This is an optimization exercise on Yosys and OpenROAD, whose aim is small area, a short achievable clock period and few clock cycles, not a production implementation. Only simulation tests tie the RTL to the original design; equivalence was not proved. No activity file was given, so power comes from the tool's default toggle rates.

==> flow/design.v <==
`timescale 1ns / 1ps
package rlm_pkg;
    localparam int RLM_MAX_FRAMES = 256;
    localparam int SAMPLE_W = 16;
    localparam int LEVEL_W  = 7;
    localparam int SUM_W = 39;
endpackage
`timescale 1ns / 1ps
module rlm_ctrl (
    input  logic        i_clk,
    input  logic        i_rst_n,
    input  logic        i_load,
    input  logic [38:0] i_as,
    input  logic [32:0] i_ac,
    input  logic [7:0]  i_nm1,
    input  logic        i_out_ready,
    output logic        o_busy,
    output logic        o_fin,
    output logic        o_valid,
    output logic [6:0]  o_level,
    output logic [6:0]  o_result
);
    logic [4:0]  r_cnt;     
    logic        r_busy;
    logic        r_mul;
    logic        r_dig;     
    logic        r_div;
    logic        r_sqrt;
    logic        r_fin;     
    logic        r_ov;      
    logic [39:0] r_r;
    logic [9:0]  r_c;
    logic        r_cf;      
    logic [32:0] r_rc;      
    logic        r_ca;      
    logic [1:0]  r_dg;      
    logic [6:0]  r_lvl;     
    wire [2:0] w_ds  = {1'b0, r_r[1:0]} + {1'b0, r_rc[1:0]} + {2'd0, r_ca};
    wire [1:0] w_dig = r_dg;
    wire [2:0] w_lo  = {1'b0, w_dig} + {1'b0, r_c[1:0]} + {2'd0, r_cf};
    wire [9:0] w_k   = (w_dig == 2'd0) ? 10'd0 : (w_dig == 2'd1) ? 10'd156 :
                       (w_dig == 2'd2) ? 10'd312 : 10'd468;
    wire [9:0] w_cn  = w_k + {2'd0, r_c[9:2]};
    wire [8:0]  w_a   = r_div ? {r_r[39:32], r_r[31]} : {1'b0, r_r[39:32]};
    wire [8:0]  w_b   = r_div ? {1'b0, i_nm1} : {2'b00, r_c[6:0]};
    wire        w_bin = r_div | (r_r[31:30] == 2'b00);
    wire [9:0]  w_d   = {1'b0, w_a} - {1'b0, w_b} - {9'd0, w_bin};
    wire        w_ge  = ~w_d[9];
    wire [7:0]  w_pdiv = w_ge ? w_d[7:0] : w_a[7:0];
    wire [7:0]  w_psq  = w_ge ? {w_d[5:0], r_r[31:30] - 2'd1} : {r_r[37:32], r_r[31:30]};
    wire w_last = (r_cnt == 5'd0);
    always_ff @(posedge i_clk) begin
        if (!i_rst_n) begin
            r_busy <= 1'b0;
            r_mul  <= 1'b0;
            r_div  <= 1'b0;
            r_sqrt <= 1'b0;
            r_fin  <= 1'b0;
            r_ov   <= 1'b0;
        end else if (i_load) begin
            r_busy <= 1'b1;
            r_mul  <= 1'b1;
            r_div  <= 1'b0;
            r_sqrt <= 1'b0;
            r_fin  <= 1'b0;
            r_ov   <= 1'b0;
        end else begin
            if (r_ov & i_out_ready) begin
                r_busy <= 1'b0;
                r_ov   <= 1'b0;
            end
            if (r_fin) begin
                r_ov <= 1'b1;
            end
            r_fin <= w_last & r_sqrt;
            if (r_fin) begin
                r_lvl <= r_c[6:0];
            end
            if (w_last) begin
                r_mul  <= 1'b0;
                r_div  <= r_mul;
                r_sqrt <= r_div;
            end
        end
    end
    always_ff @(posedge i_clk) begin
        if (i_load) begin
            r_cnt   <= 5'd24;
            r_dg    <= 2'd0;
            r_dig   <= 1'b1;
            r_r     <= {1'b0, i_as};
            r_rc    <= i_ac;
            r_ca    <= 1'b0;
            r_c     <= 10'd0;
            r_cf    <= 1'b0;
        end else begin
            r_cnt   <= w_last ? (r_mul ? 5'd13 : 5'd6) : r_cnt - 5'd1;
            if (r_cnt == 5'd5) begin
                r_dig <= 1'b0;
            end
            r_dg <= r_dig ? w_ds[1:0] : 2'd0;
            r_rc       <= {2'b00, r_rc[32:2]};
            r_ca       <= w_ds[2];
            r_cf       <= w_lo[2];
            r_r[17:0]  <= r_r[19:2];
            if (r_div) begin
                r_r[39:32] <= w_last ? 8'd0 : w_pdiv;
                r_r[31:18] <= {r_r[30:18], w_ge};
            end else if (r_sqrt) begin
                r_r[39:32] <= w_psq;
                r_r[31:18] <= {r_r[29:18], 2'b00};
            end else begin
                r_r[39:18] <= {w_lo[1:0], r_r[39:20]};
            end
            if (r_mul) begin
                r_c <= w_cn;
            end else if (r_sqrt) begin
                r_c[6:0] <= {r_c[5:0], w_ge};
            end
        end
    end
    assign o_busy  = r_busy;
    assign o_fin   = r_fin;
    assign o_valid = r_ov;
    assign o_level = r_lvl;
    assign o_result = r_c[6:0];
endmodule
`timescale 1ns / 1ps
module rlm_mag (
    input  logic [15:0] i_sample,
    output logic [14:0] o_mag
);
    logic [14:0] w_low;
    always_comb begin
        w_low[0] = 1'b0;
        for (int k = 1; k < 15; k++) begin
            w_low[k] = w_low[k-1] | i_sample[k-1];
        end
    end
    assign o_mag = i_sample[14:0] ^ ({15{i_sample[15]}} & w_low);
endmodule
`timescale 1ns / 1ps
module rms_level_meter_peak_hold #(
    parameter int MAX_FRAMES = rlm_pkg::RLM_MAX_FRAMES
) (
    input  logic                                i_clk,
    input  logic                                i_rst_n,
    input  logic                                i_in_valid,
    output logic                                o_in_ready,
    input  logic signed [rlm_pkg::SAMPLE_W-1:0] i_sample,
    input  logic                                i_last_sample,
    output logic                                o_out_valid,
    input  logic                                i_out_ready,
    output logic [rlm_pkg::LEVEL_W-1:0]         o_level,
    output logic [rlm_pkg::LEVEL_W-1:0]         o_peak_level
);
    logic          r_rdy;      
    logic [7:0]    r_cnt;      
    logic [7:0]    r_ncap;     
    logic [14:0]   r_z;        
    logic          r_s;        
    logic          r_v;        
    logic          r_cl;       
    logic          r_done;     
    logic          r_xfer;     
    logic          r_zero;     
    logic [30:0]   r_as;       
    logic [30:0]   r_ac;
    logic [1:0]    r_co;       
    logic [7:0]    r_hi;       
    logic [6:0]    r_pk;
    wire       w_busy;
    wire       w_fin;
    wire       w_ov;
    wire [6:0] w_level;
    wire [6:0] w_result;
    wire w_full    = ~r_cl & ((r_v & (r_cnt == 8'd254)) | (~r_v & (r_cnt == 8'd255)));
    wire w_take_in = i_in_valid & r_rdy & i_rst_n;
    wire w_close   = w_take_in & (i_last_sample | w_full);
    wire w_block   = r_cl | r_done | w_busy;
    wire w_unblock = r_xfer & ~r_cl;
    wire w_ncap_ld = (r_cl & r_rdy) | (w_unblock & ~r_rdy);
    wire w_busy_n  = r_xfer | (w_busy & ~(w_ov & i_out_ready));
    wire w_done_n  = r_cl | (r_done & ~r_xfer);
    always_ff @(posedge i_clk) begin
        if (!i_rst_n) begin
            r_rdy  <= 1'b1;
            r_cnt  <= 8'd0;
            r_v    <= 1'b0;
            r_cl   <= 1'b0;
            r_done <= 1'b0;
            r_xfer <= 1'b0;
            r_zero <= 1'b1;
        end else begin
            if (r_rdy) begin
                r_rdy <= ~(w_close & w_block);
            end else begin
                r_rdy <= w_unblock;
            end
            if (w_ncap_ld) begin
                r_cnt <= 8'd0;
            end else if (r_v & ~r_cl) begin
                r_cnt <= r_cnt + 8'd1;
            end
            r_v    <= w_take_in;
            r_cl   <= w_close;
            r_done <= w_done_n;
            r_xfer <= w_done_n & ~w_busy_n;
            r_zero <= w_done_n & ~w_busy_n;
        end
    end
    always_ff @(posedge i_clk) begin
        if (w_ncap_ld) begin
            r_ncap <= r_cnt;
        end
    end
    wire [14:0] w_mag;
    rlm_mag u_mag (
        .i_sample (i_sample),
        .o_mag    (w_mag)
    );
    always_ff @(posedge i_clk) begin
        r_z   <= w_take_in ? w_mag : 15'd0;
        r_s   <= w_take_in & i_sample[15];
    end
    wire [30:0] w_as;
    wire [30:0] w_ac;
    wire [1:0]  w_co;
    wire [14:0] w_cz   = r_z;
    wire        w_cz15 = r_s & ~(|r_z);
    wire [30:0] w_cas  = r_as & {31{~r_zero}};
    wire [30:0] w_cac  = r_ac & {31{~r_zero}};
    wire c0 = w_cz[1] & ~w_cz[0];
    wire c1 = w_cz[0] & w_cz[2];
    wire c2 = w_cz[0] & w_cz[1];
    wire c3 = w_cz[0] & w_cz[3];
    wire c4 = w_cz[2] & ~w_cz[1];
    wire c5 = w_cz[0] & w_cz[4];
    wire c6 = w_cz[1] & w_cz[3];
    wire c7 = w_cz[1] & w_cz[2];
    wire c8 = w_cz[0] & w_cz[5];
    wire c9 = w_cz[1] & w_cz[4];
    wire c10 = w_cz[3] & ~w_cz[2];
    wire c11 = w_cz[0] & w_cz[6];
    wire c12 = w_cz[1] & w_cz[5];
    wire c13 = w_cz[2] & w_cz[4];
    wire c14 = w_cz[2] & w_cz[3];
    wire c15 = w_cz[0] & w_cz[7];
    wire c16 = w_cz[1] & w_cz[6];
    wire c17 = w_cz[2] & w_cz[5];
    wire c18 = w_cz[4] & ~w_cz[3];
    wire c19 = w_cz[0] & w_cz[8];
    wire c20 = w_cz[1] & w_cz[7];
    wire c21 = w_cz[2] & w_cz[6];
    wire c22 = w_cz[3] & w_cz[5];
    wire c23 = w_cz[3] & w_cz[4];
    wire c24 = w_cz[0] & w_cz[9];
    wire c25 = w_cz[1] & w_cz[8];
    wire c26 = w_cz[2] & w_cz[7];
    wire c27 = w_cz[3] & w_cz[6];
    wire c28 = w_cz[5] & ~w_cz[4];
    wire c29 = w_cz[0] & w_cz[10];
    wire c30 = w_cz[1] & w_cz[9];
    wire c31 = w_cz[2] & w_cz[8];
    wire c32 = w_cz[3] & w_cz[7];
    wire c33 = w_cz[4] & w_cz[6];
    wire c34 = w_cz[4] & w_cz[5];
    wire c35 = w_cz[0] & w_cz[11];
    wire c36 = w_cz[1] & w_cz[10];
    wire c37 = w_cz[2] & w_cz[9];
    wire c38 = w_cz[3] & w_cz[8];
    wire c39 = w_cz[4] & w_cz[7];
    wire c40 = w_cz[6] & ~w_cz[5];
    wire c41 = w_cz[0] & w_cz[12];
    wire c42 = w_cz[1] & w_cz[11];
    wire c43 = w_cz[2] & w_cz[10];
    wire c44 = w_cz[3] & w_cz[9];
    wire c45 = w_cz[4] & w_cz[8];
    wire c46 = w_cz[5] & w_cz[7];
    wire c47 = w_cz[5] & w_cz[6];
    wire c48 = w_cz[0] & w_cz[13];
    wire c49 = w_cz[1] & w_cz[12];
    wire c50 = w_cz[2] & w_cz[11];
    wire c51 = w_cz[3] & w_cz[10];
    wire c52 = w_cz[4] & w_cz[9];
    wire c53 = w_cz[5] & w_cz[8];
    wire c54 = w_cz[7] & ~w_cz[6];
    wire c55 = w_cz[0] & w_cz[14];
    wire c56 = w_cz[1] & w_cz[13];
    wire c57 = w_cz[2] & w_cz[12];
    wire c58 = w_cz[3] & w_cz[11];
    wire c59 = w_cz[4] & w_cz[10];
    wire c60 = w_cz[5] & w_cz[9];
    wire c61 = w_cz[6] & (w_cz[7] ^ w_cz[8]);
    wire c62 = w_cz[1] & w_cz[14];
    wire c63 = w_cz[2] & w_cz[13];
    wire c64 = w_cz[3] & w_cz[12];
    wire c65 = w_cz[4] & w_cz[11];
    wire c66 = w_cz[5] & w_cz[10];
    wire c67 = w_cz[6] & w_cz[9];
    wire c68 = w_cz[8] & (~w_cz[7] | w_cz[6]);
    wire c69 = w_cz[2] & w_cz[14];
    wire c70 = w_cz[3] & w_cz[13];
    wire c71 = w_cz[4] & w_cz[12];
    wire c72 = w_cz[5] & w_cz[11];
    wire c73 = w_cz[6] & w_cz[10];
    wire c74 = w_cz[7] & w_cz[9];
    wire c75 = w_cz[7] & w_cz[8];
    wire c76 = w_cz[3] & w_cz[14];
    wire c77 = w_cz[4] & w_cz[13];
    wire c78 = w_cz[5] & w_cz[12];
    wire c79 = w_cz[6] & w_cz[11];
    wire c80 = w_cz[7] & w_cz[10];
    wire c81 = w_cz[9] & ~w_cz[8];
    wire c82 = w_cz[4] & w_cz[14];
    wire c83 = w_cz[5] & w_cz[13];
    wire c84 = w_cz[6] & w_cz[12];
    wire c85 = w_cz[7] & w_cz[11];
    wire c86 = w_cz[8] & w_cz[10];
    wire c87 = w_cz[8] & w_cz[9];
    wire c88 = w_cz[5] & w_cz[14];
    wire c89 = w_cz[6] & w_cz[13];
    wire c90 = w_cz[7] & w_cz[12];
    wire c91 = w_cz[8] & w_cz[11];
    wire c92 = w_cz[10] & ~w_cz[9];
    wire c93 = w_cz[6] & w_cz[14];
    wire c94 = w_cz[7] & w_cz[13];
    wire c95 = w_cz[8] & w_cz[12];
    wire c96 = w_cz[9] & w_cz[11];
    wire c97 = w_cz[9] & w_cz[10];
    wire c98 = w_cz[7] & w_cz[14];
    wire c99 = w_cz[8] & w_cz[13];
    wire c100 = w_cz[9] & w_cz[12];
    wire c101 = w_cz[11] & ~w_cz[10];
    wire c102 = w_cz[8] & w_cz[14];
    wire c103 = w_cz[9] & w_cz[13];
    wire c104 = w_cz[10] & w_cz[12];
    wire c105 = w_cz[10] & w_cz[11];
    wire c106 = w_cz[9] & w_cz[14];
    wire c107 = w_cz[10] & w_cz[13];
    wire c108 = w_cz[12] & ~w_cz[11];
    wire c109 = w_cz[10] & w_cz[14];
    wire c110 = w_cz[11] & w_cz[13];
    wire c111 = w_cz[11] & w_cz[12];
    wire c112 = w_cz[11] & w_cz[14];
    wire c113 = w_cz[13] & ~w_cz[12];
    wire c114 = w_cz[12] & w_cz[14];
    wire c115 = w_cz[12] & w_cz[13];
    wire c116 = w_cz[14] & ~w_cz[13];
    wire c117 = w_cz[13] & w_cz[14];
    wire c118 = c19 ^ c20;
    wire c119 = c19 & c20;
    wire c120 = c24 ^ c25 ^ c26;
    wire c121 = (c24 & c25) | (c24 & c26) | (c25 & c26);
    wire c122 = c29 ^ c30 ^ c31;
    wire c123 = (c29 & c30) | (c29 & c31) | (c30 & c31);
    wire c124 = c32 ^ c33;
    wire c125 = c32 & c33;
    wire c126 = c35 ^ c36 ^ c37;
    wire c127 = (c35 & c36) | (c35 & c37) | (c36 & c37);
    wire c128 = c38 ^ c39 ^ c40;
    wire c129 = (c38 & c39) | (c38 & c40) | (c39 & c40);
    wire c130 = c41 ^ c42 ^ c43;
    wire c131 = (c41 & c42) | (c41 & c43) | (c42 & c43);
    wire c132 = c44 ^ c45 ^ c46;
    wire c133 = (c44 & c45) | (c44 & c46) | (c45 & c46);
    wire c134 = c47 ^ w_cas[13];
    wire c135 = c47 & w_cas[13];
    wire c136 = c48 ^ c49 ^ c50;
    wire c137 = (c48 & c49) | (c48 & c50) | (c49 & c50);
    wire c138 = c51 ^ c52 ^ c53;
    wire c139 = (c51 & c52) | (c51 & c53) | (c52 & c53);
    wire c140 = c54 ^ w_cas[14] ^ w_cac[14];
    wire c141 = (c54 & w_cas[14]) | (c54 & w_cac[14]) | (w_cas[14] & w_cac[14]);
    wire c142 = c55 ^ c56 ^ c57;
    wire c143 = (c55 & c56) | (c55 & c57) | (c56 & c57);
    wire c144 = c58 ^ c59 ^ c60;
    wire c145 = (c58 & c59) | (c58 & c60) | (c59 & c60);
    wire c146 = c61 ^ w_cas[15] ^ w_cac[15];
    wire c147 = (c61 & w_cas[15]) | (c61 & w_cac[15]) | (w_cas[15] & w_cac[15]);
    wire c148 = c62 ^ c63 ^ c64;
    wire c149 = (c62 & c63) | (c62 & c64) | (c63 & c64);
    wire c150 = c65 ^ c66 ^ c67;
    wire c151 = (c65 & c66) | (c65 & c67) | (c66 & c67);
    wire c152 = c68 ^ w_cas[16] ^ w_cac[16];
    wire c153 = (c68 & w_cas[16]) | (c68 & w_cac[16]) | (w_cas[16] & w_cac[16]);
    wire c154 = c69 ^ c70 ^ c71;
    wire c155 = (c69 & c70) | (c69 & c71) | (c70 & c71);
    wire c156 = c72 ^ c73 ^ c74;
    wire c157 = (c72 & c73) | (c72 & c74) | (c73 & c74);
    wire c158 = c75 ^ w_cas[17] ^ w_cac[17];
    wire c159 = (c75 & w_cas[17]) | (c75 & w_cac[17]) | (w_cas[17] & w_cac[17]);
    wire c160 = c76 ^ c77 ^ c78;
    wire c161 = (c76 & c77) | (c76 & c78) | (c77 & c78);
    wire c162 = c79 ^ c80 ^ c81;
    wire c163 = (c79 & c80) | (c79 & c81) | (c80 & c81);
    wire c164 = w_cas[18] ^ w_cac[18];
    wire c165 = w_cas[18] & w_cac[18];
    wire c166 = c82 ^ c83 ^ c84;
    wire c167 = (c82 & c83) | (c82 & c84) | (c83 & c84);
    wire c168 = c85 ^ c86 ^ c87;
    wire c169 = (c85 & c86) | (c85 & c87) | (c86 & c87);
    wire c170 = w_cas[19] ^ w_cac[19];
    wire c171 = w_cas[19] & w_cac[19];
    wire c172 = c88 ^ c89 ^ c90;
    wire c173 = (c88 & c89) | (c88 & c90) | (c89 & c90);
    wire c174 = c91 ^ c92 ^ w_cas[20];
    wire c175 = (c91 & c92) | (c91 & w_cas[20]) | (c92 & w_cas[20]);
    wire c176 = c93 ^ c94 ^ c95;
    wire c177 = (c93 & c94) | (c93 & c95) | (c94 & c95);
    wire c178 = c96 ^ c97;
    wire c179 = c96 & c97;
    wire c180 = c98 ^ c99 ^ c100;
    wire c181 = (c98 & c99) | (c98 & c100) | (c99 & c100);
    wire c182 = c102 ^ c103;
    wire c183 = c102 & c103;
    wire c184 = c5 ^ c6;
    wire c185 = c5 & c6;
    wire c186 = c8 ^ c9 ^ c10;
    wire c187 = (c8 & c9) | (c8 & c10) | (c9 & c10);
    wire c188 = c11 ^ c12 ^ c13;
    wire c189 = (c11 & c12) | (c11 & c13) | (c12 & c13);
    wire c190 = c14 ^ w_cas[7];
    wire c191 = c14 & w_cas[7];
    wire c192 = c15 ^ c16 ^ c17;
    wire c193 = (c15 & c16) | (c15 & c17) | (c16 & c17);
    wire c194 = c18 ^ w_cas[8] ^ w_cac[8];
    wire c195 = (c18 & w_cas[8]) | (c18 & w_cac[8]) | (w_cas[8] & w_cac[8]);
    wire c196 = c118 ^ c21 ^ c22;
    wire c197 = (c118 & c21) | (c118 & c22) | (c21 & c22);
    wire c198 = c23 ^ w_cas[9] ^ w_cac[9];
    wire c199 = (c23 & w_cas[9]) | (c23 & w_cac[9]) | (w_cas[9] & w_cac[9]);
    wire c200 = c119 ^ c120 ^ c27;
    wire c201 = (c119 & c120) | (c119 & c27) | (c120 & c27);
    wire c202 = c28 ^ w_cas[10] ^ w_cac[10];
    wire c203 = (c28 & w_cas[10]) | (c28 & w_cac[10]) | (w_cas[10] & w_cac[10]);
    wire c204 = c121 ^ c122 ^ c124;
    wire c205 = (c121 & c122) | (c121 & c124) | (c122 & c124);
    wire c206 = c34 ^ w_cas[11] ^ w_cac[11];
    wire c207 = (c34 & w_cas[11]) | (c34 & w_cac[11]) | (w_cas[11] & w_cac[11]);
    wire c208 = c123 ^ c125 ^ c126;
    wire c209 = (c123 & c125) | (c123 & c126) | (c125 & c126);
    wire c210 = c128 ^ w_cas[12] ^ w_cac[12];
    wire c211 = (c128 & w_cas[12]) | (c128 & w_cac[12]) | (w_cas[12] & w_cac[12]);
    wire c212 = c127 ^ c129 ^ c130;
    wire c213 = (c127 & c129) | (c127 & c130) | (c129 & c130);
    wire c214 = c132 ^ c134 ^ w_cac[13];
    wire c215 = (c132 & c134) | (c132 & w_cac[13]) | (c134 & w_cac[13]);
    wire c216 = c131 ^ c133 ^ c135;
    wire c217 = (c131 & c133) | (c131 & c135) | (c133 & c135);
    wire c218 = c136 ^ c138 ^ c140;
    wire c219 = (c136 & c138) | (c136 & c140) | (c138 & c140);
    wire c220 = c137 ^ c139 ^ c141;
    wire c221 = (c137 & c139) | (c137 & c141) | (c139 & c141);
    wire c222 = c142 ^ c144 ^ c146;
    wire c223 = (c142 & c144) | (c142 & c146) | (c144 & c146);
    wire c224 = c143 ^ c145 ^ c147;
    wire c225 = (c143 & c145) | (c143 & c147) | (c145 & c147);
    wire c226 = c148 ^ c150 ^ c152;
    wire c227 = (c148 & c150) | (c148 & c152) | (c150 & c152);
    wire c228 = c149 ^ c151 ^ c153;
    wire c229 = (c149 & c151) | (c149 & c153) | (c151 & c153);
    wire c230 = c154 ^ c156 ^ c158;
    wire c231 = (c154 & c156) | (c154 & c158) | (c156 & c158);
    wire c232 = c155 ^ c157 ^ c159;
    wire c233 = (c155 & c157) | (c155 & c159) | (c157 & c159);
    wire c234 = c160 ^ c162 ^ c164;
    wire c235 = (c160 & c162) | (c160 & c164) | (c162 & c164);
    wire c236 = c161 ^ c163 ^ c165;
    wire c237 = (c161 & c163) | (c161 & c165) | (c163 & c165);
    wire c238 = c166 ^ c168 ^ c170;
    wire c239 = (c166 & c168) | (c166 & c170) | (c168 & c170);
    wire c240 = c167 ^ c169 ^ c171;
    wire c241 = (c167 & c169) | (c167 & c171) | (c169 & c171);
    wire c242 = c172 ^ c174 ^ w_cac[20];
    wire c243 = (c172 & c174) | (c172 & w_cac[20]) | (c174 & w_cac[20]);
    wire c244 = c173 ^ c175 ^ c176;
    wire c245 = (c173 & c175) | (c173 & c176) | (c175 & c176);
    wire c246 = c178 ^ w_cas[21] ^ w_cac[21];
    wire c247 = (c178 & w_cas[21]) | (c178 & w_cac[21]) | (w_cas[21] & w_cac[21]);
    wire c248 = c177 ^ c179 ^ c180;
    wire c249 = (c177 & c179) | (c177 & c180) | (c179 & c180);
    wire c250 = c101 ^ w_cas[22] ^ w_cac[22];
    wire c251 = (c101 & w_cas[22]) | (c101 & w_cac[22]) | (w_cas[22] & w_cac[22]);
    wire c252 = c181 ^ c182 ^ c104;
    wire c253 = (c181 & c182) | (c181 & c104) | (c182 & c104);
    wire c254 = c105 ^ w_cas[23] ^ w_cac[23];
    wire c255 = (c105 & w_cas[23]) | (c105 & w_cac[23]) | (w_cas[23] & w_cac[23]);
    wire c256 = c183 ^ c106 ^ c107;
    wire c257 = (c183 & c106) | (c183 & c107) | (c106 & c107);
    wire c258 = c108 ^ w_cas[24] ^ w_cac[24];
    wire c259 = (c108 & w_cas[24]) | (c108 & w_cac[24]) | (w_cas[24] & w_cac[24]);
    wire c260 = c109 ^ c110 ^ c111;
    wire c261 = (c109 & c110) | (c109 & c111) | (c110 & c111);
    wire c262 = w_cas[25] ^ w_cac[25];
    wire c263 = w_cas[25] & w_cac[25];
    wire c264 = c112 ^ c113 ^ w_cas[26];
    wire c265 = (c112 & c113) | (c112 & w_cas[26]) | (c113 & w_cas[26]);
    wire c266 = c114 ^ c115;
    wire c267 = c114 & c115;
    wire c268 = c1 ^ c2;
    wire c269 = c1 & c2;
    wire c270 = c3 ^ c4 ^ w_cas[4];
    wire c271 = (c3 & c4) | (c3 & w_cas[4]) | (c4 & w_cas[4]);
    wire c272 = c184 ^ c7 ^ w_cas[5];
    wire c273 = (c184 & c7) | (c184 & w_cas[5]) | (c7 & w_cas[5]);
    wire c274 = c185 ^ c186 ^ w_cas[6];
    wire c275 = (c185 & c186) | (c185 & w_cas[6]) | (c186 & w_cas[6]);
    wire c276 = c187 ^ c188 ^ c190;
    wire c277 = (c187 & c188) | (c187 & c190) | (c188 & c190);
    wire c278 = c189 ^ c191 ^ c192;
    wire c279 = (c189 & c191) | (c189 & c192) | (c191 & c192);
    wire c280 = c193 ^ c195 ^ c196;
    wire c281 = (c193 & c195) | (c193 & c196) | (c195 & c196);
    wire c282 = c197 ^ c199 ^ c200;
    wire c283 = (c197 & c199) | (c197 & c200) | (c199 & c200);
    wire c284 = c201 ^ c203 ^ c204;
    wire c285 = (c201 & c203) | (c201 & c204) | (c203 & c204);
    wire c286 = c205 ^ c207 ^ c208;
    wire c287 = (c205 & c207) | (c205 & c208) | (c207 & c208);
    wire c288 = c209 ^ c211 ^ c212;
    wire c289 = (c209 & c211) | (c209 & c212) | (c211 & c212);
    wire c290 = c213 ^ c215 ^ c216;
    wire c291 = (c213 & c215) | (c213 & c216) | (c215 & c216);
    wire c292 = c217 ^ c219 ^ c220;
    wire c293 = (c217 & c219) | (c217 & c220) | (c219 & c220);
    wire c294 = c221 ^ c223 ^ c224;
    wire c295 = (c221 & c223) | (c221 & c224) | (c223 & c224);
    wire c296 = c225 ^ c227 ^ c228;
    wire c297 = (c225 & c227) | (c225 & c228) | (c227 & c228);
    wire c298 = c229 ^ c231 ^ c232;
    wire c299 = (c229 & c231) | (c229 & c232) | (c231 & c232);
    wire c300 = c233 ^ c235 ^ c236;
    wire c301 = (c233 & c235) | (c233 & c236) | (c235 & c236);
    wire c302 = c237 ^ c239 ^ c240;
    wire c303 = (c237 & c239) | (c237 & c240) | (c239 & c240);
    wire c304 = c241 ^ c243 ^ c244;
    wire c305 = (c241 & c243) | (c241 & c244) | (c243 & c244);
    wire c306 = c245 ^ c247 ^ c248;
    wire c307 = (c245 & c247) | (c245 & c248) | (c247 & c248);
    wire c308 = c249 ^ c251 ^ c252;
    wire c309 = (c249 & c251) | (c249 & c252) | (c251 & c252);
    wire c310 = c253 ^ c255 ^ c256;
    wire c311 = (c253 & c255) | (c253 & c256) | (c255 & c256);
    wire c312 = c257 ^ c259 ^ c260;
    wire c313 = (c257 & c259) | (c257 & c260) | (c259 & c260);
    wire c314 = c261 ^ c263 ^ c264;
    wire c315 = (c261 & c263) | (c261 & c264) | (c263 & c264);
    wire c316 = c265 ^ c266 ^ w_cas[27];
    wire c317 = (c265 & c266) | (c265 & w_cas[27]) | (c266 & w_cas[27]);
    wire c318 = c267 ^ c116 ^ w_cas[28];
    wire c319 = (c267 & c116) | (c267 & w_cas[28]) | (c116 & w_cas[28]);
    wire c320 = c117 ^ w_cas[29];
    wire c321 = c117 & w_cas[29];
    wire c322 = w_cas[30] ^ w_cac[30];
    wire c323 = w_cas[30] & w_cac[30];
    wire c324 = w_cz[0] ^ w_cas[0];
    wire c325 = w_cz[0] & w_cas[0];
    wire c326 = w_cas[1] ^ w_cac[1];
    wire c327 = w_cas[1] & w_cac[1];
    wire c328 = c0 ^ w_cas[2] ^ w_cac[2];
    wire c329 = (c0 & w_cas[2]) | (c0 & w_cac[2]) | (w_cas[2] & w_cac[2]);
    wire c330 = c268 ^ w_cas[3] ^ w_cac[3];
    wire c331 = (c268 & w_cas[3]) | (c268 & w_cac[3]) | (w_cas[3] & w_cac[3]);
    wire c332 = c269 ^ c270 ^ w_cac[4];
    wire c333 = (c269 & c270) | (c269 & w_cac[4]) | (c270 & w_cac[4]);
    wire c334 = c271 ^ c272 ^ w_cac[5];
    wire c335 = (c271 & c272) | (c271 & w_cac[5]) | (c272 & w_cac[5]);
    wire c336 = c273 ^ c274 ^ w_cac[6];
    wire c337 = (c273 & c274) | (c273 & w_cac[6]) | (c274 & w_cac[6]);
    wire c338 = c275 ^ c276 ^ w_cac[7];
    wire c339 = (c275 & c276) | (c275 & w_cac[7]) | (c276 & w_cac[7]);
    wire c340 = c277 ^ c278 ^ c194;
    wire c341 = (c277 & c278) | (c277 & c194) | (c278 & c194);
    wire c342 = c279 ^ c280 ^ c198;
    wire c343 = (c279 & c280) | (c279 & c198) | (c280 & c198);
    wire c344 = c281 ^ c282 ^ c202;
    wire c345 = (c281 & c282) | (c281 & c202) | (c282 & c202);
    wire c346 = c283 ^ c284 ^ c206;
    wire c347 = (c283 & c284) | (c283 & c206) | (c284 & c206);
    wire c348 = c285 ^ c286 ^ c210;
    wire c349 = (c285 & c286) | (c285 & c210) | (c286 & c210);
    wire c350 = c287 ^ c288 ^ c214;
    wire c351 = (c287 & c288) | (c287 & c214) | (c288 & c214);
    wire c352 = c289 ^ c290 ^ c218;
    wire c353 = (c289 & c290) | (c289 & c218) | (c290 & c218);
    wire c354 = c291 ^ c292 ^ c222;
    wire c355 = (c291 & c292) | (c291 & c222) | (c292 & c222);
    wire c356 = c293 ^ c294 ^ c226;
    wire c357 = (c293 & c294) | (c293 & c226) | (c294 & c226);
    wire c358 = c295 ^ c296 ^ c230;
    wire c359 = (c295 & c296) | (c295 & c230) | (c296 & c230);
    wire c360 = c297 ^ c298 ^ c234;
    wire c361 = (c297 & c298) | (c297 & c234) | (c298 & c234);
    wire c362 = c299 ^ c300 ^ c238;
    wire c363 = (c299 & c300) | (c299 & c238) | (c300 & c238);
    wire c364 = c301 ^ c302 ^ c242;
    wire c365 = (c301 & c302) | (c301 & c242) | (c302 & c242);
    wire c366 = c303 ^ c304 ^ c246;
    wire c367 = (c303 & c304) | (c303 & c246) | (c304 & c246);
    wire c368 = c305 ^ c306 ^ c250;
    wire c369 = (c305 & c306) | (c305 & c250) | (c306 & c250);
    wire c370 = c307 ^ c308 ^ c254;
    wire c371 = (c307 & c308) | (c307 & c254) | (c308 & c254);
    wire c372 = c309 ^ c310 ^ c258;
    wire c373 = (c309 & c310) | (c309 & c258) | (c310 & c258);
    wire c374 = c311 ^ c312 ^ c262;
    wire c375 = (c311 & c312) | (c311 & c262) | (c312 & c262);
    wire c376 = c313 ^ c314 ^ w_cac[26];
    wire c377 = (c313 & c314) | (c313 & w_cac[26]) | (c314 & w_cac[26]);
    wire c378 = c315 ^ c316 ^ w_cac[27];
    wire c379 = (c315 & c316) | (c315 & w_cac[27]) | (c316 & w_cac[27]);
    wire c380 = c317 ^ c318 ^ w_cac[28];
    wire c381 = (c317 & c318) | (c317 & w_cac[28]) | (c318 & w_cac[28]);
    wire c382 = c319 ^ c320 ^ w_cac[29];
    wire c383 = (c319 & c320) | (c319 & w_cac[29]) | (c320 & w_cac[29]);
    wire c384 = c321 ^ c322 ^ w_cz15;
    wire c385 = (c321 & c322) | (c321 & w_cz15) | (c322 & w_cz15);
    assign w_as[0] = c324;
    assign w_ac[0] = w_cac[0];
    assign w_as[1] = c325;
    assign w_ac[1] = c326;
    assign w_as[2] = c327;
    assign w_ac[2] = c328;
    assign w_as[3] = c329;
    assign w_ac[3] = c330;
    assign w_as[4] = c331;
    assign w_ac[4] = c332;
    assign w_as[5] = c333;
    assign w_ac[5] = c334;
    assign w_as[6] = c335;
    assign w_ac[6] = c336;
    assign w_as[7] = c337;
    assign w_ac[7] = c338;
    assign w_as[8] = c339;
    assign w_ac[8] = c340;
    assign w_as[9] = c341;
    assign w_ac[9] = c342;
    assign w_as[10] = c343;
    assign w_ac[10] = c344;
    assign w_as[11] = c345;
    assign w_ac[11] = c346;
    assign w_as[12] = c347;
    assign w_ac[12] = c348;
    assign w_as[13] = c349;
    assign w_ac[13] = c350;
    assign w_as[14] = c351;
    assign w_ac[14] = c352;
    assign w_as[15] = c353;
    assign w_ac[15] = c354;
    assign w_as[16] = c355;
    assign w_ac[16] = c356;
    assign w_as[17] = c357;
    assign w_ac[17] = c358;
    assign w_as[18] = c359;
    assign w_ac[18] = c360;
    assign w_as[19] = c361;
    assign w_ac[19] = c362;
    assign w_as[20] = c363;
    assign w_ac[20] = c364;
    assign w_as[21] = c365;
    assign w_ac[21] = c366;
    assign w_as[22] = c367;
    assign w_ac[22] = c368;
    assign w_as[23] = c369;
    assign w_ac[23] = c370;
    assign w_as[24] = c371;
    assign w_ac[24] = c372;
    assign w_as[25] = c373;
    assign w_ac[25] = c374;
    assign w_as[26] = c375;
    assign w_ac[26] = c376;
    assign w_as[27] = c377;
    assign w_ac[27] = c378;
    assign w_as[28] = c379;
    assign w_ac[28] = c380;
    assign w_as[29] = c381;
    assign w_ac[29] = c382;
    assign w_as[30] = c383;
    assign w_ac[30] = c384;
    assign w_co[0] = c323;
    assign w_co[1] = c385;
    always_ff @(posedge i_clk) begin
        r_as  <= w_as;
        r_ac  <= w_ac;
        r_co  <= w_co;
        r_hi  <= r_zero ? 8'd0 : r_hi + {7'd0, r_co[0]} + {7'd0, r_co[1]};
    end
    rlm_ctrl u_lvl (
        .i_clk   (i_clk),
        .i_rst_n (i_rst_n),
        .i_load  (r_xfer),
        .i_as    ({r_hi, r_as}),
        .i_ac    ({r_co[0] & r_co[1], r_co[0] ^ r_co[1], r_ac}),
        .i_nm1   (r_ncap),
        .i_out_ready (i_out_ready),
        .o_busy  (w_busy),
        .o_fin   (w_fin),
        .o_valid (w_ov),
        .o_level (w_level),
        .o_result (w_result)
    );
    always_ff @(posedge i_clk) begin
        if (!i_rst_n) begin
            r_pk <= 7'd0;
        end else if (w_fin && (w_result > r_pk)) begin
            r_pk <= w_result;
        end
    end
    assign o_in_ready   = r_rdy;
    assign o_out_valid  = w_ov;
    assign o_level      = w_level;
    assign o_peak_level = r_pk;
endmodule
==> flow/flow/run.sh <==
#!/bin/bash
# The standard layout, with repair_timing aiming well past the 10 ns clock so that the
# resizer sizes gates and buffers for the period this design can reach, and a plain buffer
# (not a delay cell) on each port. Constraints unchanged.
set -euo pipefail
MARGIN=$(cat flow/margin.txt)
bash standard.sh SETUP_SLACK_MARGIN=$MARGIN "BUFFER_PORTS_ARGS=-buffer_cell sky130_fd_sc_hd__buf_2" finish > standard_flow.log 2>&1
==> flow/flow/margin.txt <==
7.05
==> flow/standard.sh <==
#!/bin/bash
# synth_recipe.tcl (not shown) runs the flow's synth.tcl, then flattens the netlist and writes it again
# the make line also repeats each setting of config.mk as NAME=value (left out here)
make -C /OpenROAD-flow-scripts/flow DESIGN_CONFIG=/design/flow/config.mk WORK_HOME=/design/flow/orfs CLKGATE_MAP_FILE= SYNTH_SCRIPT=/design/flow/synth_recipe.tcl "${@:-finish}"
==> flow/config.mk <==
export PLATFORM = sky130hd
export DESIGN_NAME = rms_level_meter_peak_hold
export DESIGN_NICKNAME = rms_level_meter_peak_hold
export VERILOG_FILES = /design/flow/design.v
export SDC_FILE = /design/flow/constraint.sdc
export NUM_CORES = 4
export LEC_CHECK = 0
export ABC_CLOCK_PERIOD_IN_PS = 3000
export CAP_MARGIN = 20
export CORE_MARGIN = 2
export CORE_UTILIZATION = 40
export CTS_BUF_LIST = sky130_fd_sc_hd__clkbuf_16
export CTS_CLUSTER_DIAMETER = 100
export CTS_CLUSTER_SIZE = 30
export SLEW_MARGIN = 20
export SYNTH_HIERARCHICAL = 1
==> flow/constraint.sdc <==
create_clock -name core_clock -period 10.0 [get_ports {i_clk}]
set_input_delay 2.0000 -clock core_clock [delete_from_list [all_inputs] [get_ports {i_clk}]]
set_output_delay 2.0000 -clock core_clock [all_outputs]
set_load 0.01 [all_outputs]
==> out/results.ini, run 1 <==
[status]
status=complete, no violations

[die]
dieArea_mm2=0.03383
core_region_area_mm2=0.03172
dieWidth_um=183.9
std_cell_rows=65
initial_core_util_pct=40.83
io_pins=37
die_y_um=183.9

[final_layout]
drive_gt1_share_pct=16.50
fin_nets=1528
area_growth_pct=12.08
post-route-util_pct=45.76

[route]
avgViaCountPerCell=4.898
drt_pass1_iterations=5
drcViolationCount=0
routed_wl_um=25240
drt_iter0_markers=381
vias=8503
antenna_left=0
drt-wirelength-per-cell_um=14.54

[logic_synthesis]
ys_types=69
synth_top_area_share_pct=32.15
async_flop_share_pct=0
yosys-top-cells-area=dfxtp_1, fa_1, ha_1
synth_edf_count=15
yosys_register_bits=223
synth_nets=1495
yosysWarningCount=9
synth_top_cell_by_area=dfxtp_1
synthCells=1294
ys_seq_area_share_pct=35.63
syn_area_per_cell_um2=10.01
synth_ff_type=dfxtp_1
syn_area_mm2=0.01295

[sta]
fmax_mhz=334.4
skew_ns=0.01952
final.period_utilization_pct=29.90
finalHoldViolCount=0
min_period_ns=2.990
fin_ws_ns=7.010
timing.slew.headroom_pct=50.82
slew_viol_final=0
rsz0062_at_grt=true
tns_ns=0
worst_pin_slew_ns=0.7328
setup_violations=0
hold_slack_ns=0.4665

[placed_design]
hpwl_um=17420
io_buffers=36
pre_cts_ws_ns=6.221
place_congestion=0.8145

[clocking]
cts_tree=done
cts_made_buffers=12
max-clock-path-buffers=3
cts_root_buf=clkbuf_16
clk_pin_slew_worst_paths_ns=0.11
clk_latency_ns=0.49
h-tree-depth=1
clock_sinks=223
ctsHoldBuffers=0

[setup_path]
path_buf_inv=1
crit_family=flip-flops
startpoint_type=flip-flop
end_kind=output pin
worstSetupPathType=flip-flop to output pin
cp.required_ns=8.00
cp_cell_sequence=buf_2
crit_path_top_delay_cell=edfxtp_1
critPathMaxStageDelay_ns=0.37
critPathMaxFanout=1
cp.arrival_ns=0.99

[power_and_ir_drop]
max-vdd-ir-drop_mv=0.1236
power_density_mw_per_mm2=191.0
leakage_uw=0.006061
design_power_total_uw=2772

[global_route]
grt_start_max_net_pins=71
grt_pass1_wl_um=42320
grt_pass1_vias=8661
antenna_found_initial=0
grt_use_total_pct=15.14
grt_overflow_total=0

[worst_hold_path]
min_path_type=flip-flop to flip-flop

[job]
drv_cap=0

-- cell usage after synthesis (2+ instances only) --
| master | n |
|---|---|
| mux2i_1 | 30 |
| a21oi_1 | 38 |
| o21ai_0 | 38 |
| nor2_1 | 62 |
| o41ai_2 | 4 |
| o31a_1 | 3 |
| buf_2 | 5 |
| or2_2 | 2 |
| nor3_1 | 11 |
| nand2b_1 | 47 |
| edfxtp_1 | 15 |
| o211ai_1 | 7 |
| xnor2_1 | 21 |
| fa_1 | 126 |
| dfxtp_1 | 208 |
| a31oi_1 | 2 |
| inv_1 | 174 |
| ha_1 | 54 |
| a21boi_0 | 3 |
| xor2_1 | 15 |
| a22oi_1 | 3 |
| mux2_2 | 54 |
| o31ai_1 | 5 |
| clkbuf_1 | 38 |
| and3_1 | 6 |
| o41ai_1 | 2 |
| buf_4 | 8 |
| a41oi_1 | 2 |
| nand3_1 | 12 |
| buf_1 | 11 |
| nand2_1 | 116 |
| or3_1 | 4 |
| a211oi_1 | 9 |
| buf_6 | 2 |
| nor2b_1 | 44 |
| a32oi_1 | 7 |
| nor4_1 | 3 |
| o21a_1 | 3 |
| and2_1 | 67 |
| nand4_1 | 3 |
| and4_1 | 2 |
-- repair_timing --
item                                    4_1_cts  5_1_grt
endpoints found under the setup margin       54       42
cloned                                        1        3
resized for setup                            44       45
setup buffers                                15       26
pin swaps                                     1        9
-- sequential cells by signal, indices dropped and copies added (netlist names), 2 cells and up --
name         cells
u_lvl.r_c       10
r_cnt            8
r_pk             7
r_ncap           8
u_lvl.r_dg       2
r_hi             8
r_ac            31
r_as            31
u_lvl.r_cnt      5
u_lvl.r_lvl      7
u_lvl.r_rc      33
r_co             2
r_z             15
u_lvl.r_r       40
-- cell usage in the layout (no fill, tap or decap), types with 4 or more instances in the layout --
| cell type | instances |
|---|---|
| dfxtp_1 | 179 |
| inv_1 | 173 |
| fa_1 | 123 |
| nand2_1 | 115 |
| and2_1 | 66 |
| nor2_1 | 61 |
| mux2_2 | 54 |
| ha_1 | 52 |
| nand2b_1 | 46 |
| nor2b_1 | 44 |
| a21oi_1 | 38 |
| buf_4 | 37 |
| o21ai_0 | 34 |
| mux2i_1 | 27 |
| buf_2 | 27 |
| xnor2_1 | 21 |
| clkbuf_16 | 17 |
| dfxtp_4 | 17 |
| xor2_1 | 15 |
| edfxtp_1 | 15 |
| nand3_1 | 12 |
| dfxtp_2 | 12 |
| nor3_1 | 11 |
| buf_6 | 10 |
| a211oi_1 | 8 |
| o211ai_1 | 7 |
| a32oi_1 | 7 |
| and3_1 | 6 |
| o41ai_2 | 5 |
| o31ai_1 | 5 |
| or3_1 | 4 |
| buf_12 | 4 |
-- worst paths after layout --
| kind | from | endpoint | slack [ns] | cells past startpoint |
|---|---|---|---|---|
| worst max-delay path | u_lvl.r_lvl[6] | o_level[6] | 7.01 | 1 |
| worst min-delay path | u_lvl.r_r[11] | u_lvl.r_r[9] | 0.47 | 1 |
| worst max register to register | u_lvl.r_div | u_lvl.r_r[38] | 7.09 | 12 |
| worst min register to register | u_lvl.r_r[11] | u_lvl.r_r[9] | 0.47 | 1 |
-- cells by family (layout without fill, tap and decap cells) --
| group | count (synthesis) | after routing | synth area share (%) |
|---|---|---|---|
| and+or+nand+nor | 389 | 390 | 15.35 |
| other | 0 | 1 | 0 |
| buffers and inverters | 239 | 276 | 7.333 |
| DFF | 223 | 223 | 35.63 |
| muxes | 85 | 85 | 7.130 |
| adders and majority gates | 180 | 180 | 24.69 |
| xor gates and xnor gates | 36 | 36 | 2.435 |
| AOI/OAI and AO/OA | 142 | 143 | 7.429 |
-- cell type report --
cell class	count	area (um^2)
inverters	174	653.1
diodes	1	2.502
clock inverters	5	71.32
clock buffers	15	375.4
multi-input cells	834	7538
well taps	402	503.0
flip-flops and latches	223	4693
repair buffers	82	678.2
fillers	3048	17200
-- per-stage QoR --
stage,area (um^2),cells
after CTS,14100,1706
after detailed placement,13390,1670
after global routing,14510,1735
final,14520,1736
after global placement,13390,1670
after floorplan,13000,1294
-- metal layers --
| layer | GRT usage, % | wire length, um |
|---|---|---|
| met1 | 20.58 | 11870 |
| met2 | 26.14 | 11970 |
| met5 | 0 | 0 |
| met3 | 1.545 | 804 |
| met4 | 3.296 | 597 |
-- modules after synthesis, one instance, submodules excluded --
module	area (um^2)	flip-flops and latches	copies in the design	cells
rlm_ctrl	5164	106	1	536
rms_level_meter_peak_hold	7466	117	1	720
rlm_mag	321.6	0	1	38
-- where the power goes --
group	internal, uW	leakage, uW	switching [uW]
sequential	1040	0.00185	123
combinational	452	0.00399	544
clock	304	0.000221	313
Testbench counts, summed over its fixed seeds: cycles 32,158.
==> run 2: changes to the inputs <==
==> flow/flow/margin.txt (replaced) <==
6.95
--- a/flow/config.mk
+++ b/flow/config.mk
@@ -5,6 +5,7 @@
 export SDC_FILE = /design/flow/constraint.sdc
 export NUM_CORES = 4
 export LEC_CHECK = 0
+export ABC_AREA = 1
 export ABC_CLOCK_PERIOD_IN_PS = 3000
 export CAP_MARGIN = 20
 export CORE_MARGIN = 2
==> run 2 against run 1 <==
  * Via count is 14% higher
  * Still clean on timing, DRC and antenna
  * Utilization is 1.7 points lower
  * Combinational power is 18% higher
  * Synthesized cell count is 31% higher
  * Critical path depth stayed put
  * Sequential share of layout area is 0.073 points lower
  * Critical path type unchanged
  * Clock skew is 0.0058 ns lower
  * Setup slack worse by 0.040 ns
  * Register-to-register slack hardly changed
  * Non-clock buffer count is 26 lower
  * Sequential power hardly changed
==> out/results.ini, run 2 <==
[global_route]
grt_use_total_pct=15.43  ; +0.29 points
grt_start_max_net_pins=65  ; -8.5%
grt_pass1_wl_um=45530  ; +7.6%
grt_pass1_vias=9691  ; +12%
antenna_found_initial=0  ; unchanged
grt_overflow_total=0  ; unchanged

[setup_path]
crit_path_top_delay_cell=edfxtp_1
critPathMaxFanout=1  ; unchanged
critPathMaxStageDelay_ns=0.40  ; +0.03 ns
critPathLaunch=u_lvl.r_lvl[0]
path_depth=1  ; unchanged
cp-endpoint=o_level[0]
r2r_cells=8  ; -4
regToRegSetupSlack_ns=7.09  ; about the same
cp.required_ns=8.00  ; about the same
crit_family=flip-flops
worstSetupPathType=flip-flop to output pin
startpoint_type=flip-flop
reg2reg_from=r_z[9]
cp.arrival_ns=1.03  ; +0.04 ns
end_kind=output pin
r2r-end=r_ac[12]
cp_cell_sequence=buf_2
path_buf_inv=1  ; unchanged

[clocking]
ctsHoldBuffers=0  ; unchanged
cts_made_buffers=12  ; unchanged
cts_root_buf=clkbuf_16
max-clock-path-buffers=3  ; unchanged
clock_sinks=223  ; unchanged
h-tree-depth=1  ; unchanged
clk_pin_slew_worst_paths_ns=0.11  ; about the same
cts_tree=done
clk_latency_ns=0.49  ; about the same

[die]
dieWidth_um=186.7  ; +1.5%
die_y_um=186.7  ; +1.5%
dieArea_mm2=0.03485  ; +3.0%
core_region_area_mm2=0.03270  ; +3.1%
std_cell_rows=66  ; +1.5%
initial_core_util_pct=40.82  ; about the same
io_pins=37  ; unchanged

[logic_synthesis]
synth_commonest_cells=nand2_1, inv_1, dfxtp_1
syn_area_mm2=0.01335  ; +3.1%
async_flop_share_pct=0  ; unchanged
synth_top_cell_by_area=dfxtp_1
synth_top_area_share_pct=31.19  ; -0.96 points
yosys-top-cells-area=dfxtp_1, fa_1, nand2_1
synth_nets=1896  ; +27%
synth_ff_type=dfxtp_1
ys_types=47  ; -32%
syn_area_per_cell_um2=7.876  ; -21%
ys_seq_area_share_pct=34.57  ; -1.1 points
yosysWarningCount=9  ; unchanged
yosys_register_bits=223  ; unchanged
synthCells=1695  ; +31%
synth_most_common_cell=nand2_1
synth_edf_count=15  ; unchanged

[route]
avgViaCountPerCell=4.544  ; -7.2%
drt-wirelength-per-cell_um=12.32  ; -15%
drcViolationCount=0  ; unchanged
drt_iter0_markers=436  ; +14%
vias=9729  ; +14%
drt_pass1_iterations=5  ; unchanged
antenna_left=0  ; unchanged
routed_wl_um=26380  ; +4.5%

[final_layout]
fin_nets=1895  ; +24%
reg_top3=u_lvl.r_r (40), u_lvl.r_rc (33)
final_cells=2141  ; +23%
drive_gt1_share_pct=8.829  ; -7.7 points
layout_commonest_cell=nand2_1
multi_input_area_mm2=0.007047  ; -6.5%
top_register=u_lvl.r_r
area_growth_pct=8.051
fillerInstances=3374  ; +11%
final_cell_mix=nand2_1, inv_1, dfxtp_1, fa_1, nor2_1
n_antenna_cell=0  ; -1
largest_register_ff_count=40  ; unchanged
regArea_mm2=0.004653  ; -0.85%

[placed_design]
place_congestion=0.7966  ; -2.2%
pre_cts_ws_ns=6.206  ; -0.01514 ns
dpl.cell_count=2104  ; +26%
io_buffers=36  ; unchanged
hpwl_um=19330  ; +11%

[sta]
fin_ws_ns=6.970  ; -0.03965 ns
timing.slew.headroom_pct=47.77  ; -3.0 points
slew_viol_final=0  ; unchanged
finalHoldViolCount=0  ; unchanged
tns_ns=0  ; unchanged
worst_pin_slew_ns=0.7782  ; +0.04540 ns
final.period_utilization_pct=30.30  ; +0.40 points
fmax_mhz=330.1  ; -1.3%
hold_slack_ns=0.4238  ; -0.04275 ns
min_period_ns=3.030  ; +0.03965 ns
setup_violations=0  ; unchanged
skew_ns=0.01373  ; -0.005782 ns
rsz0062_at_grt=true

[power_and_ir_drop]
design_power_total_uw=2901  ; +4.6%
max-vdd-ir-drop_mv=0.1125  ; -9.0%
swShare_pct=39.65  ; +4.3 points
sequentialPowerShare_pct=40.0  ; -1.8 points
power.switching_uw=1150  ; +17%
p_clk_share_pct=19.4  ; -2.9 points
pwr-share-comb_pct=40.7  ; +4.8 points
leakage_uw=0.007068  ; +17%
power_density_mw_per_mm2=201.1  ; +5.3%
intPower_uw=1751  ; -2.4%

[job]
drv_cap=0  ; unchanged

[worst_hold_path]
min_path_type=flip-flop to flip-flop

[status]
status=complete, no violations

## run 2: changes by cell type in the layout (fill, tap and decap cells not counted), sizes merged, moves of 32 or more
cell    before  now
inv        177  373
mux2        55    0
nand2      116  491
nand2b      47    0
nand3       12   44
nor2b       45    0
and2        68    0
nor2        62  131
## run 2: worst min path at each step
stage                              start            end  slack (ns)  cells after the start
after global routing             r_ac[0]        r_ac[0]        0.45                      2
after floorplan             u_lvl.r_r[2]   u_lvl.r_r[0]        0.40                      2
after global placement     u_lvl.r_r[10]   u_lvl.r_r[8]        0.40                      2
after detailed placement  u_lvl.r_rc[11]  u_lvl.r_rc[9]        0.40                      2
after CTS                 u_lvl.r_rc[11]  u_lvl.r_rc[9]        0.43                      2
final                     u_lvl.r_rc[11]  u_lvl.r_rc[9]        0.42                      2
## run 2: layout make-up
| type | count | area share (%) |
|---|---|---|
| clock buffers | 13 | 2.255 |
| clock inverters | 6 | 0.4077 |
| inverters | 369 | 9.646 |
| multi-input cells | 1031 | 48.86 |
| flip-flops and latches | 223 | 32.26 |
| well taps | 442 | 3.834 |
| repair buffers | 56 | 2.706 |
| repair inverters | 1 | 0.03470 |
## run 2: repair_timing
item                       CTS  global route
pin swaps                    2             3
setup endpoints to repair   49            32
gates resized for setup     26            13
gates cloned                 1             3
setup buffers                4            10
## run 2: power by group through the flow
stage               clock, uW  sequential (uW)  combinational, uW
CTS                       582             1160               1080
finish                    562             1160               1180
floorplan                   0             1120                930
detailed placement          0             1180               1070
global route              608             1180               1370
global placement            0             1180               1040
## run 2: cell families (layout without fill, tap and decap cells)
kind of cell | after synthesis | after routing | share of synthesized area (%)
buf+inv | 442 | 445 | 12.88
compound gates | 124 | 124 | 5.305
simple gates | 708 | 709 | 22.10
flops | 223 | 223 | 34.57
fa+ha+maj | 180 | 180 | 23.96
xor+xnor | 17 | 17 | 1.115
mux | 1 | 1 | 0.07499
## run 2: metal layers
layer	track usage, %	wire, um	vias to the layer above
met2	26.69	12600	138
met4	3.968	597	0
met1	20.65	12420	4555
met3	1.636	760	34
met5	0	0	-
li1	-	-	5002
## run 2: Yosys stat by module, one instance, submodules excluded
module / cell area, um^2 / copies in the design / flip-flops and latches
rlm_ctrl: 5314 / 1 / 106
rms_level_meter_peak_hold: 7681 / 1 / 117
rlm_mag: 354.1 / 1 / 0
## run 2: stage by stage
step | utilization (%) | cell area [um^2]
final | 44.11 | 14420
after global routing | 44.11 | 14420
after CTS | 43.58 | 14250
after detailed placement | 42.14 | 13780
after global placement | 42.14 | 13780
after floorplan | - | 13350
==> run 3: changes to the inputs <==
==> flow/flow/margin.txt (replaced) <==
6.9
--- a/flow/config.mk
+++ b/flow/config.mk
@@ -5,7 +5,6 @@
 export SDC_FILE = /design/flow/constraint.sdc
 export NUM_CORES = 4
 export LEC_CHECK = 0
-export ABC_AREA = 1
 export ABC_CLOCK_PERIOD_IN_PS = 3000
 export CAP_MARGIN = 20
 export CORE_MARGIN = 2
==> run 3 against run 2 <==
  * Via count decreased by 15%
  * Clock power increased by 4.6%
  * Non-clock buffer count decreased by 9
  * Still clean on timing, DRC and antenna
  * Design area decreased by 3.3%
  * Setup slack improved by 0.011 ns
  * Wire length decreased by 7.8%
  * Die area decreased by 2.9%
  * Register-to-register slack got worse by 0.07 ns
  * Hold slack improved by 0.039 ns
==> out/results.ini, run 3 <==
[logic_synthesis]
yosys-top-cells-area=dfxtp_1, fa_1, ha_1
yosysWarningCount=9  ; unchanged
synth_nets=1495  ; -21%
synth_top_area_share_pct=32.15  ; +0.96 points
ys_types=69  ; +47%
synth_commonest_cells=dfxtp_1, inv_1, fa_1
synthCells=1294  ; -24%
synth_top_cell_by_area=dfxtp_1
synth_ff_type=dfxtp_1
synth_most_common_cell=dfxtp_1
syn_area_per_cell_um2=10.01  ; +27%
ys_seq_area_share_pct=35.63  ; +1.1 points
syn_area_mm2=0.01295  ; -3.0%
yosys_register_bits=223  ; unchanged
async_flop_share_pct=0  ; unchanged
synth_edf_count=15  ; unchanged

[route]
vias=8253  ; -15%
drt_iter0_markers=360  ; -17%
drcViolationCount=0  ; unchanged
avgViaCountPerCell=4.855  ; +6.8%
drt-wirelength-per-cell_um=14.31  ; +16%
antenna_left=0  ; unchanged
drt_pass1_iterations=4  ; -1
routed_wl_um=24330  ; -7.8%

[setup_path]
cp.required_ns=8.00  ; about the same
path_depth=1  ; unchanged
crit_path_top_delay_cell=dfxtp_1
cp-endpoint=o_peak_level[0]
crit_family=flip-flops
regToRegSetupSlack_ns=7.02  ; -0.07 ns
cp.arrival_ns=1.02  ; about the same
r2r-end=u_lvl.r_r[36]
startpoint_type=flip-flop
end_kind=output pin
critPathMaxFanout=3  ; +2
reg2reg_from=u_lvl.r_div
critPathLaunch=r_pk[0]
critPathMaxStageDelay_ns=0.39  ; about the same
path_buf_inv=1  ; unchanged
worstSetupPathType=flip-flop to output pin
cp_cell_sequence=buf_2
r2r_cells=10  ; +2

[placed_design]
place_congestion=0.8133  ; +2.1%
io_buffers=36  ; unchanged
placed_area_mm2=0.01337  ; -3.0%
hpwl_um=17440  ; -9.8%

[global_route]
grt_use_total_pct=15.12  ; -0.31 points
grt_pass1_wl_um=41810  ; -8.2%
grt_pass1_vias=8372  ; -14%
antenna_found_initial=0  ; unchanged
grt_start_max_net_pins=82  ; +26%
grt_overflow_total=0  ; unchanged

[clocking]
clock_sinks=223  ; unchanged
cts_made_buffers=13  ; +1
clk_latency_ns=0.49  ; about the same
h-tree-depth=1  ; unchanged
clk_pin_slew_worst_paths_ns=0.11  ; about the same
cts_root_buf=clkbuf_16
max-clock-path-buffers=3  ; unchanged
cts_tree=done
ctsHoldBuffers=0  ; unchanged

[final_layout]
drive_gt1_share_pct=12.57  ; +3.7 points
area_growth_pct=7.719
final_cell_mix=dfxtp_1, inv_1, fa_1, nand2_1, and2_1
reg_top3=u_lvl.r_r (40), u_lvl.r_rc (33)
layout_commonest_cell=dfxtp_1
fin_nets=1492  ; -21%
largest_register_ff_count=40  ; unchanged
top_register=u_lvl.r_r
post-route-util_pct=43.98  ; -0.12 points
final_area_mm2=0.01395  ; -3.3%

[status]
status=complete, no violations

[worst_hold_path]
min_path_type=flip-flop to flip-flop

[die]
initial_core_util_pct=40.83  ; about the same
die_y_um=183.9  ; -1.5%
dieWidth_um=183.9  ; -1.5%
io_pins=37  ; unchanged
core_region_area_mm2=0.03172  ; -3.0%
std_cell_rows=65  ; -1.5%
dieArea_mm2=0.03383  ; -2.9%

[power_and_ir_drop]
power_density_mw_per_mm2=191.2  ; -5.0%
intPower_uw=1708  ; -2.5%
swShare_pct=35.96  ; -3.7 points
design_power_total_uw=2667  ; -8.1%
max-vdd-ir-drop_mv=0.1145  ; +1.8%
pwr-share-comb_pct=34.4  ; -6.3 points
p_clk_share_pct=22.0  ; +2.6 points
power.switching_uw=959.1  ; -17%
sequentialPowerShare_pct=43.6  ; +3.6 points
leakage_uw=0.005795  ; -18%

[sta]
rsz0062_at_grt=false
skew_ns=0.03460  ; +0.02087 ns
setup_violations=0  ; unchanged
slew_viol_final=0  ; unchanged
hold_slack_ns=0.4631  ; +0.03926 ns
timing.slew.headroom_pct=37.22  ; -11 points
tns_ns=0  ; unchanged
finalHoldViolCount=0  ; unchanged
fmax_mhz=331.3  ; +0.36%
final.period_utilization_pct=30.19  ; -0.11 points
worst_pin_slew_ns=0.9417  ; +0.1635 ns
min_period_ns=3.019  ; -0.01099 ns

[job]
drv_cap=0  ; unchanged

## run 3: changes by cell type in the layout (fill, tap and decap cells not counted), moves of 12 or more
cell,delta
nand4_1,-12
nor2_1,-61
xnor2_1,+17
nor2b_1,+44
and2_1,+67
nand2b_1,+47
nand3_1,-25
mux2i_1,+29
nand2_1,-367
inv_1,-186
a21oi_1,-14
mux2_2,+54
## run 3: power groups by stage
| stage | Clock (uW) | Combinational, uW | Sequential (uW) |
|---|---|---|---|
| floorplan | 0 | 732 | 1120 |
| global placement | 0 | 846 | 1180 |
| detailed placement | 0 | 860 | 1180 |
| CTS | 613 | 891 | 1160 |
| global route | 643 | 1050 | 1180 |
| finish | 588 | 917 | 1160 |
## run 3: logic make-up (layout without fill, tap and decap cells)
logic type / after synthesis / count (layout) / synth area share (%)
multiplexers: 85 / 85 / 7.130
XOR/XNOR: 36 / 36 / 2.435
adder cells (fa/ha/maj): 180 / 180 / 24.69
buffers and inverters: 239 / 242 / 7.333
flip-flops: 223 / 223 / 35.63
other: 0 / 1 / 0
AND/OR/NAND/NOR: 389 / 389 / 15.35
AO/OA/AOI/OAI: 142 / 142 / 7.429
## run 3: per-module statistics from Yosys (local to each module, per instance)
module                     copies in the design  cells inside  flip-flops and latches  area (um^2)
rlm_ctrl                                      1           536                     106         5164
rlm_mag                                       1            38                       0        321.6
rms_level_meter_peak_hold                     1           720                     117         7466
## run 3: final cells by class
cell class,instances,area (um^2)
multi-input combinational,832,7418
antenna,1,2.502
timing repair buffer,47,302.8
fill,3071,17770
sequential,223,4649
clock buffer,13,325.3
inverter,174,653.1
tap,402,503.0
clock inverter,8,96.34
## run 3: worst reg2reg max path, stage by stage (launching register included)
cell and delay [ns]:
dfxtp_4 0.47, mux2_2 0.36, ha_1 0.27, inv_1 0.04
ha_1 0.36, and2_1 0.24, a41o_1 0.30, o21ai_4 0.25
a21oi_1 0.14, o21bai_1 0.18, a221o_1 0.29
## run 3: per-stage QoR
step | worst slack (ns) | instances
2_1_floorplan | 6.716 | 1294
3_3_place_gp | 6.228 | 1670
3_5_place_dp | 6.100 | 1670
4_1_cts | 6.934 | 1695
5_1_grt | 6.896 | 1699
6_report | 6.981 | 1700
## run 3: worst min-delay path by stage
stage	slack [ns]	cells past startpoint	startpoint	end
3_5_place_dp	0.44	1	u_lvl.r_rc[29]	u_lvl.r_rc[27]
3_3_place_gp	0.44	1	u_lvl.r_rc[10]	u_lvl.r_rc[8]
2_1_floorplan	0.42	2	r_as[18]	u_lvl.r_r[18]
6_report	0.46	1	r_ac[18]	u_lvl.r_rc[18]
5_1_grt	0.47	1	r_ac[18]	u_lvl.r_rc[18]
4_1_cts	0.47	1	u_lvl.r_r[13]	u_lvl.r_r[11]
## run 3: routing by layer
layer,global-route usage [%],part of all wire [%],up-vias
li1,-,-,4112
met1,20.42,48,4000
met2,25.78,47,116
met3,1.922,3.2,25
met4,3.680,2.0,0
met5,0,0,-
## run 3: repair_timing
item                                    4_1_cts  5_1_grt
gates resized for setup                      18       15
pin swaps                                     1        2
hold endpoints to repair                      0        0
endpoints found under the setup margin       28       28
setup buffers                                 4        4
==> run 4: changes to the inputs <==
==> flow/flow/margin.txt (replaced) <==
6.95
--- a/flow/config.mk
+++ b/flow/config.mk
@@ -6,11 +6,11 @@
 export NUM_CORES = 4
 export LEC_CHECK = 0
 export ABC_CLOCK_PERIOD_IN_PS = 3000
-export CAP_MARGIN = 20
+export CAP_MARGIN = 5
 export CORE_MARGIN = 2
 export CORE_UTILIZATION = 40
 export CTS_BUF_LIST = sky130_fd_sc_hd__clkbuf_16
 export CTS_CLUSTER_DIAMETER = 100
 export CTS_CLUSTER_SIZE = 30
-export SLEW_MARGIN = 20
+export SLEW_MARGIN = 5
 export SYNTH_HIERARCHICAL = 1
==> run 4 against run 3 <==
  * Die area unchanged
  * Largest power group unchanged
  * Synthesized area unchanged
  * Clock skew down 0.015 ns
  * Via count up 1.0%
  * Flip-flop and latch count unchanged
  * Clock-buffer cell count unchanged
  * Utilization fell by 0.11 points
  * Global-route usage barely moved
  * Wire length up 0.12%
==> out/results.ini, run 4 <==
[global_route]
grt_pass1_vias=8544  ; +2.1%
antenna_found_initial=1  ; +1
grt_pass1_wl_um=42160  ; +0.83%

[setup_path]
end_kind=output pin
critPathMaxStageDelay_ns=0.39  ; about the same
cp.required_ns=8.00  ; about the same
critPathMaxFanout=1  ; -2
path_depth=1  ; unchanged
worstSetupPathType=flip-flop to output pin
crit_path_top_delay_cell=edfxtp_1
cp_cell_sequence=buf_2
reg2reg_from=u_lvl.r_div
r2r_cells=10  ; unchanged
cp-endpoint=o_level[2]

[power_and_ir_drop]
leakage_uw=0.005771  ; -0.41%
pwr-share-comb_pct=35.0  ; +0.6 points
intPower_uw=1693  ; -0.86%
swShare_pct=35.89  ; -0.073 points
sequentialPowerShare_pct=44.0  ; +0.4 points
power.switching_uw=947.8  ; -1.2%
power_density_mw_per_mm2=189.8  ; -0.72%

[route]
drcViolationCount=0  ; unchanged
drt_iter0_markers=353  ; -1.9%
drt-wirelength-per-cell_um=14.36  ; +0.36%
avgViaCountPerCell=4.916  ; +1.3%

[sta]
timing.slew.headroom_pct=20.86  ; -16 points
slew_viol_final=0  ; unchanged
fmax_mhz=332.4  ; +0.35%
tns_ns=0  ; unchanged
setup_violations=0  ; unchanged
worst_pin_slew_ns=1.175  ; +0.2329 ns
rsz0062_at_grt=true
finalHoldViolCount=0  ; unchanged
min_period_ns=3.008  ; -0.01057 ns
final.period_utilization_pct=30.08  ; -0.11 points

[die]
core_region_area_mm2=0.03172  ; unchanged
dieWidth_um=183.9  ; unchanged
die_y_um=183.9  ; unchanged

[final_layout]
reg_top3=u_lvl.r_r (40), u_lvl.r_rc (33)
largest_register_ff_count=40  ; unchanged
layout_commonest_cell=dfxtp_1
multi_input_area_mm2=0.007428  ; +0.13%
drive_gt1_share_pct=12.52  ; -0.048 points
fin_nets=1491  ; -0.067%
top_register=u_lvl.r_r
regArea_mm2=0.004663  ; +0.30%
n_antenna_cell=0  ; -1
final_cells=1696  ; -0.24%

[logic_synthesis]
ys_types=69  ; unchanged
synth_nets=1495  ; unchanged
yosys-top-cells-area=dfxtp_1, fa_1, ha_1
synth_top_area_share_pct=32.15  ; unchanged
async_flop_share_pct=0  ; unchanged
syn_area_per_cell_um2=10.01  ; unchanged
yosysWarningCount=9  ; unchanged
synth_ff_type=dfxtp_1
syn_area_mm2=0.01295  ; unchanged
synth_edf_count=15  ; unchanged
synth_top_cell_by_area=dfxtp_1
synthCells=1294  ; unchanged
ys_seq_area_share_pct=35.63  ; unchanged

[clocking]
max-clock-path-buffers=3  ; unchanged
h-tree-depth=1  ; unchanged
cts_root_buf=clkbuf_16
cts_made_buffers=12  ; -1

[status]
status=complete, no violations

[placed_design]
dpl.cell_count=1670  ; unchanged
io_buffers=36  ; unchanged
hpwl_um=17490  ; +0.28%

[job]
drv_cap=0  ; unchanged

[worst_hold_path]
min_path_type=flip-flop to flip-flop

## run 4: what timing repair did
action	4_1_cts	5_1_grt
gates cloned	0	1
buffers inserted	2	5
setup endpoints to repair	37	33
endpoints found under the hold margin	0	0
resized for setup	19	19
pin swaps	0	2
## run 4: metal layers
layer  GRT usage [%]  wire (um)  vias to the layer above
li1                -          -                     4101
met1           20.77      11760                     4104
met2           25.95      11520                      111
met3           1.723        714                       21
met4           2.752        362                        0
met5               0          0                        -
## run 4: final cells by class
cell class	instances	area share (%)
multi-input cells	833	53.38
well taps	402	3.614
flip-flops and latches	223	33.51
inverters	174	4.693
clock inverters	5	0.4046
clock buffers	13	2.338
repair buffers	46	2.059
## run 4: cells by family after synthesis
| logic type | after synthesis | share of synthesized area, % |
|---|---|---|
| xor+xnor | 36 | 2.435 |
| simple gates | 389 | 15.35 |
| flops | 223 | 35.63 |
| mux | 85 | 7.130 |
| compound gates | 142 | 7.429 |
| buf+inv | 239 | 7.333 |
| fa+ha+maj | 180 | 24.69 |
## run 4: worst min path at each step
stage                     slack (ns)              to  depth (start not counted)           start
after floorplan                 0.42   u_lvl.r_r[18]                          2        r_as[18]
after global placement          0.44    u_lvl.r_r[0]                          1    u_lvl.r_r[2]
after detailed placement        0.44  u_lvl.r_rc[27]                          1  u_lvl.r_rc[29]
after CTS                       0.46  u_lvl.r_rc[23]                          1  u_lvl.r_rc[25]
after global routing            0.48  u_lvl.r_rc[23]                          1  u_lvl.r_rc[25]
final                           0.46  u_lvl.r_rc[23]                          1  u_lvl.r_rc[25]
## run 4: modules after synthesis, one instance, submodules excluded
module                     copies in the design  cells
rlm_ctrl                                      1    536
rlm_mag                                       1     38
rms_level_meter_peak_hold                     1    720
## run 4: power by group through the flow
stage	Clock, uW	Combinational (uW)	Sequential, uW
6_report	553	925	1160
5_1_grt	603	1050	1180
4_1_cts	579	885	1160
3_5_place_dp	0	879	1180
3_3_place_gp	0	856	1180
2_1_floorplan	0	739	1120
## run 4: stage by stage
step           power [uW]  utilization [%]  cell area [um^2]  worst slack [ns]  hold slack, ns
3_3_place_gp         2040            42.16             13370             6.146          0.4391
4_1_cts              2629            43.55             13810             6.957          0.4631
2_1_floorplan        1858                -             12970             6.716          0.4206
6_report             2641            43.87             13920             6.992          0.4564
3_5_place_dp         2063            42.16             13370             6.110          0.4414
5_1_grt              2833            43.87             13920             6.938          0.4801

==> port drivers added, routing unchanged <==
The flow's constraints put no driver on any port. The routed layouts listed below were extracted and timed again, unchanged, in two steps. Step 1: set_driving_cell puts a clkbuf_16 on i_clk and a buf_2 on each other input, an assumption about the parent block. Step 2 times the ports against the registers' clock, not the clock port: input delays grow and output delays shrink by t, the midpoint of the rising clock arrivals with the driver on. Three values: ideal, step 1, step 2; two values: the first two.
run	shift t [ns]	setup WS [ns]	worst data-port slew with drivers (ns)
run 1	0.526	7.010 / 6.964 / 6.526	0.03
run 2	0.522	6.970 / 6.925 / 6.631	0.03
run 3	0.524	6.981 / 6.933 / 6.573	0.03
run 4	0.520	6.992 / 6.944 / 6.577	0.03
After both steps setup and hold are still met in every run listed. The setup slack of run 1, which loses most, moves by -0.046 ns with the drivers and by -0.484 ns with both steps.
